From an optimization exercise on the open Yosys and OpenROAD flow, aimed at small area, a short achievable clock period and few clock cycles; shortcuts taken in it are not production practice. No activity file was given, so power comes from the tool's default toggle rates.

run 1:
==> flow/design.v <==
package fcrla_pkg;
	localparam int MAX_SAMPLES = 4096;
	localparam int SAMPLE_BITS = 16;
	localparam int LANES    = 4;
	localparam int AVG_W    = 16;
	localparam int COUNT_W  = 13;
	localparam int TIME_W   = 32;
	localparam int IVAL_W   = 16;
	localparam int TALLY_W  = $clog2(MAX_SAMPLES + 1);          
	localparam int TRIPLE_W = TALLY_W + 1;                      
	localparam int SUM_W    = SAMPLE_BITS + $clog2(MAX_SAMPLES);  
	localparam int REM_W    = SUM_W - AVG_W;                    
	localparam int STEPS    = AVG_W / 2;                        
	localparam int CNT_W    = $clog2(STEPS);
	localparam int IN_W     = 104;
	localparam int OUT_W    = 80;
	localparam logic [IVAL_W-1:0] EMIT_INTERVAL_RESET = IVAL_W'(1000);
endpackage
module fcrla_lane (
	input  logic                              clk,
	input  logic                              acc_zero,  
	input  logic                              add,
	input  logic [fcrla_pkg::SAMPLE_BITS-1:0] sample,
	input  logic                              load,
	input  logic                              step,
	input  logic [fcrla_pkg::TALLY_W-1:0]     d1,        
	input  logic [fcrla_pkg::TRIPLE_W-1:0]    d3,        
	output logic [fcrla_pkg::AVG_W-1:0]       avg
);
	localparam int SW = fcrla_pkg::SUM_W;
	localparam int RW = fcrla_pkg::REM_W;
	localparam int AW = fcrla_pkg::AVG_W;
	localparam int TW = fcrla_pkg::TALLY_W;
	logic [SW-1:0]   acc_q;
	logic [SW-1:0]   acc_sum;
	logic [SW-1:0]   div_q;
	logic [SW-1:0]   src;
	logic [RW+1:0]   r4;
	logic [RW+2:0]   s1, s2, s3;
	logic [RW-1:0]   rem;
	logic [1:0]      qd;
	assign acc_sum = acc_q + SW'(sample);
	always_ff @(posedge clk) begin
		unique case ({acc_zero, add})
			2'b00: acc_q <= acc_q;
			2'b01: acc_q <= acc_sum;
			2'b10: acc_q <= '0;
			2'b11: acc_q <= SW'(sample);
		endcase
	end
	assign src = load ? acc_q : div_q;
	assign r4  = src[SW-1:AW-2];
	assign s1 = {1'b0, r4} - (RW+3)'(d1);
	assign s2 = {1'b0, r4} - (RW+3)'({d1, 1'b0});
	assign s3 = {1'b0, r4} - (RW+3)'(d3);
	always_comb begin
		if (!s3[RW+2]) begin
			qd  = 2'd3;
			rem = s3[RW-1:0];
		end else if (!s2[RW+2]) begin
			qd  = 2'd2;
			rem = s2[RW-1:0];
		end else if (!s1[RW+2]) begin
			qd  = 2'd1;
			rem = s1[RW-1:0];
		end else begin
			qd  = 2'd0;
			rem = r4[RW-1:0];
		end
	end
	always_ff @(posedge clk) begin
		if (load || step) begin
			div_q <= {rem, src[AW-3:0], qd};
		end
	end
	assign avg = div_q[AW-1:0];
endmodule
module four_channel_rate_limited_averager_top (
	input  logic                          clk,
	input  logic                          arst_n,
	input  logic                          s_tvalid,
	output logic                          s_tready,
	input  logic [fcrla_pkg::IN_W-1:0]    s_tdata,
	input  logic [1:0]                    s_tuser,
	output logic                          m_tvalid,
	input  logic                          m_tready,
	output logic [fcrla_pkg::OUT_W-1:0]   m_tdata,
	input  logic                          cfg_we,
	input  logic [fcrla_pkg::IVAL_W-1:0]  cfg_data
);
	localparam int TW = fcrla_pkg::TALLY_W;
	localparam int XW = fcrla_pkg::TRIPLE_W;
	localparam int NW = fcrla_pkg::TIME_W;
	logic [fcrla_pkg::IVAL_W-1:0] ival_q;
	logic                         cfgd_q;    
	logic                         stream_q;
	logic [NW-1:0]                last_q;
	logic [NW:0]                  end_q;     
	logic [TW-1:0]                tally_q;
	logic [XW-1:0]                triple_q;  
	logic                         pend_q;    
	logic                         busy_q;    
	logic                         valid_q;   
	logic [fcrla_pkg::CNT_W-1:0]  cnt_q;
	logic [TW-1:0]                count_q;   
	logic [XW-1:0]                count3_q;
	logic                         accept;
	logic                         start;
	logic                         smp;
	logic                         ge_last;
	logic                         lt_end;
	logic                         in_window;
	logic                         emit;
	logic                         div_free;
	logic                         load;
	logic                         zero;
	logic [TW-1:0]                tally_base;
	logic [XW-1:0]                triple_base;
	logic                         add;
	logic [TW-1:0]                d1;
	logic [XW-1:0]                d3;
	logic [NW-1:0]                now;
	logic [NW:0]                  end_sum;
	logic                         done;
	logic [fcrla_pkg::AVG_W-1:0]  avg [fcrla_pkg::LANES];
	assign now      = s_tdata[32:1];
	assign div_free = !busy_q && !valid_q;
	assign load     = pend_q && div_free;
	assign s_tready = !cfgd_q && (!pend_q || div_free);
	assign accept   = s_tvalid && s_tready;
	assign start    = accept && (s_tuser == 2'd1);
	assign smp      = accept && (s_tuser == 2'd0) && stream_q && s_tdata[0];
	assign zero     = load || start;
	assign tally_base  = zero ? '0 : tally_q;
	assign triple_base = zero ? '0 : triple_q;
	assign add      = smp && !tally_base[TW-1];
	assign ge_last   = now >= last_q;
	assign lt_end    = now < end_q[NW-1:0];
	assign in_window = end_q[NW] ? (ge_last || lt_end) : (ge_last && lt_end);
	assign emit      = smp && !in_window;
	assign end_sum  = (cfgd_q ? {1'b0, last_q} : {1'b0, now}) + (NW+1)'(ival_q);
	assign d1 = load ? tally_q : count_q;
	assign d3 = load ? triple_q : count3_q;
	genvar g;
	generate
		for (g = 0; g < fcrla_pkg::LANES; g++) begin : g_lane
			fcrla_lane u_lane (
				.clk      (clk),
				.acc_zero (zero),
				.add      (add),
				.sample   (s_tdata[33 + 16*g +: fcrla_pkg::SAMPLE_BITS]),
				.load     (load),
				.step     (busy_q),
				.d1       (d1),
				.d3       (d3),
				.avg      (avg[g])
			);
		end
	endgenerate
	always_ff @(posedge clk) begin
		tally_q  <= tally_base + TW'(add);
		triple_q <= triple_base + (add ? XW'(3) : '0);
	end
	always_ff @(posedge clk or negedge arst_n) begin
		if (!arst_n) begin
			ival_q <= fcrla_pkg::EMIT_INTERVAL_RESET;
			cfgd_q <= 1'b0;
		end else begin
			cfgd_q <= cfg_we;
			if (cfg_we) begin
				ival_q <= cfg_data;
			end
		end
	end
	always_ff @(posedge clk or negedge arst_n) begin
		if (!arst_n) begin
			stream_q <= 1'b0;
		end else if (accept && s_tuser == 2'd1) begin
			stream_q <= 1'b1;
		end else if (accept && s_tuser == 2'd2) begin
			stream_q <= 1'b0;
		end
	end
	always_ff @(posedge clk or negedge arst_n) begin
		if (!arst_n) begin
			last_q <= '0;
			end_q  <= (NW+1)'(fcrla_pkg::EMIT_INTERVAL_RESET);
		end else begin
			if (emit) begin
				last_q <= now;
			end
			if (emit || cfgd_q) begin
				end_q <= end_sum;
			end
		end
	end
	assign done = busy_q && cnt_q == fcrla_pkg::CNT_W'(fcrla_pkg::STEPS - 1);
	always_ff @(posedge clk or negedge arst_n) begin
		if (!arst_n) begin
			pend_q  <= 1'b0;
			busy_q  <= 1'b0;
			valid_q <= 1'b0;
		end else begin
			pend_q <= emit || (pend_q && !div_free);
			if (load) begin
				busy_q <= 1'b1;
			end else if (done) begin
				busy_q <= 1'b0;
			end
			if (done) begin
				valid_q <= 1'b1;
			end else if (m_tready) begin
				valid_q <= 1'b0;
			end
		end
	end
	always_ff @(posedge clk) begin
		if (load) begin
			cnt_q    <= fcrla_pkg::CNT_W'(1);
			count_q  <= tally_q;
			count3_q <= triple_q;
		end else if (busy_q) begin
			cnt_q <= cnt_q + fcrla_pkg::CNT_W'(1);
		end
	end
	assign m_tvalid = valid_q;
	assign m_tdata  = {3'b000, count_q, avg[3], avg[2], avg[1], avg[0]};
endmodule
clock: 5.5 ns
lec_check: 0
cap_margin: 20
core_margin: 2
core_utilization: 40
slew_margin: 20
run.sh (not shown) runs the stock make flow with config.mk's settings and CLKGATE_MAP_FILE= SYNTH_SCRIPT=/design/flow/synth_recipe.tcl, a recipe that flattens the netlist after the stock synthesis.
Here is what was changed in the inputs of run 2 compared with run 1.
-- flow/config.mk --
<<< run 1, line 8
>>> run 2, line 8
export ABC_CLOCK_PERIOD_IN_PS = 3000
<<< run 1, line 11
>>> run 2, line 12
export SETUP_SLACK_MARGIN = 2.0
Findings:
- Delta (run 2 minus run 1): met1 routing resource usage after global routing picked up an extra 2.4 points, highest clock frequency the design can meet picked up an extra 19%, core area neither gained nor lost much, detailed-placement wirelength estimate picked up an extra 1.4%.
- The run showing the greater footprint of the multi-input gates is run 2.
- Run 2 gives less top fanout value on the critical path than run 1 did.
- Run 2 ends up with a share of the clock period used by the worst path after layout that is 14 points lower than in run 1.
- The number of buffers and inverters on the critical path reported for run 2 is greater than that of run 1 by 7.
--- input diff run 2..run 3 ---
-- flow/config.mk --
<<< run 2, line 8
export ABC_CLOCK_PERIOD_IN_PS = 3000
>>> run 3, line 8
## What came out
- Run 2 → run 3: power share of the combinational group was more or less identical, required arrival time at the worst endpoint was more or less identical, final setup slack of the worst path was more or less identical.
- As far as standby leakage power goes, run 2 and run 3 are indistinguishable; the numbers are identical.
- Comparing run 3 with run 2, the area of all placed cells without fillers came out essentially unchanged.
- Summary of run 3 over run 2: count of cells along the worst hold path comparable; net total in the final layout comparable; global-route met1 utilization comparable; power per cell area comparable.
- The aggregate global routing overflow on run 2 is in line with that on run 3.
No run of this note included a check of the RTL's function; only the layout flow was run.

[what the ideal ports hide]
No port has a modelled driver above. Below, the same layouts with a new extraction and two added sets of constraints. Step 1 assumes that a clkbuf_16 drives the clock port and a buf_2 every other input. Step 2 adds t to the input delays and takes it off the output delays; t is the mean of the earliest and latest rising clock arrival at the registers after step 1. Input paths then give back, and output paths get back, about the clock's delay inside the block. Slacks: ideal ports / drivers / drivers and shift; pairs: ideal ports / drivers.
run | t, ns | setup WS [ns] | hold WS [ns]
run 1 | 0.650 | 0.504 / 0.504 / 0.504 | 0.477 / 0.477 / 0.477
run 2 | 0.653 | 1.294 / 1.294 / 1.294 | 0.493 / 0.486 / 0.493
run 3 | 0.653 | 1.294 / 1.294 / 1.294 | 0.493 / 0.486 / 0.493
After both steps setup and hold are still met in every run listed.
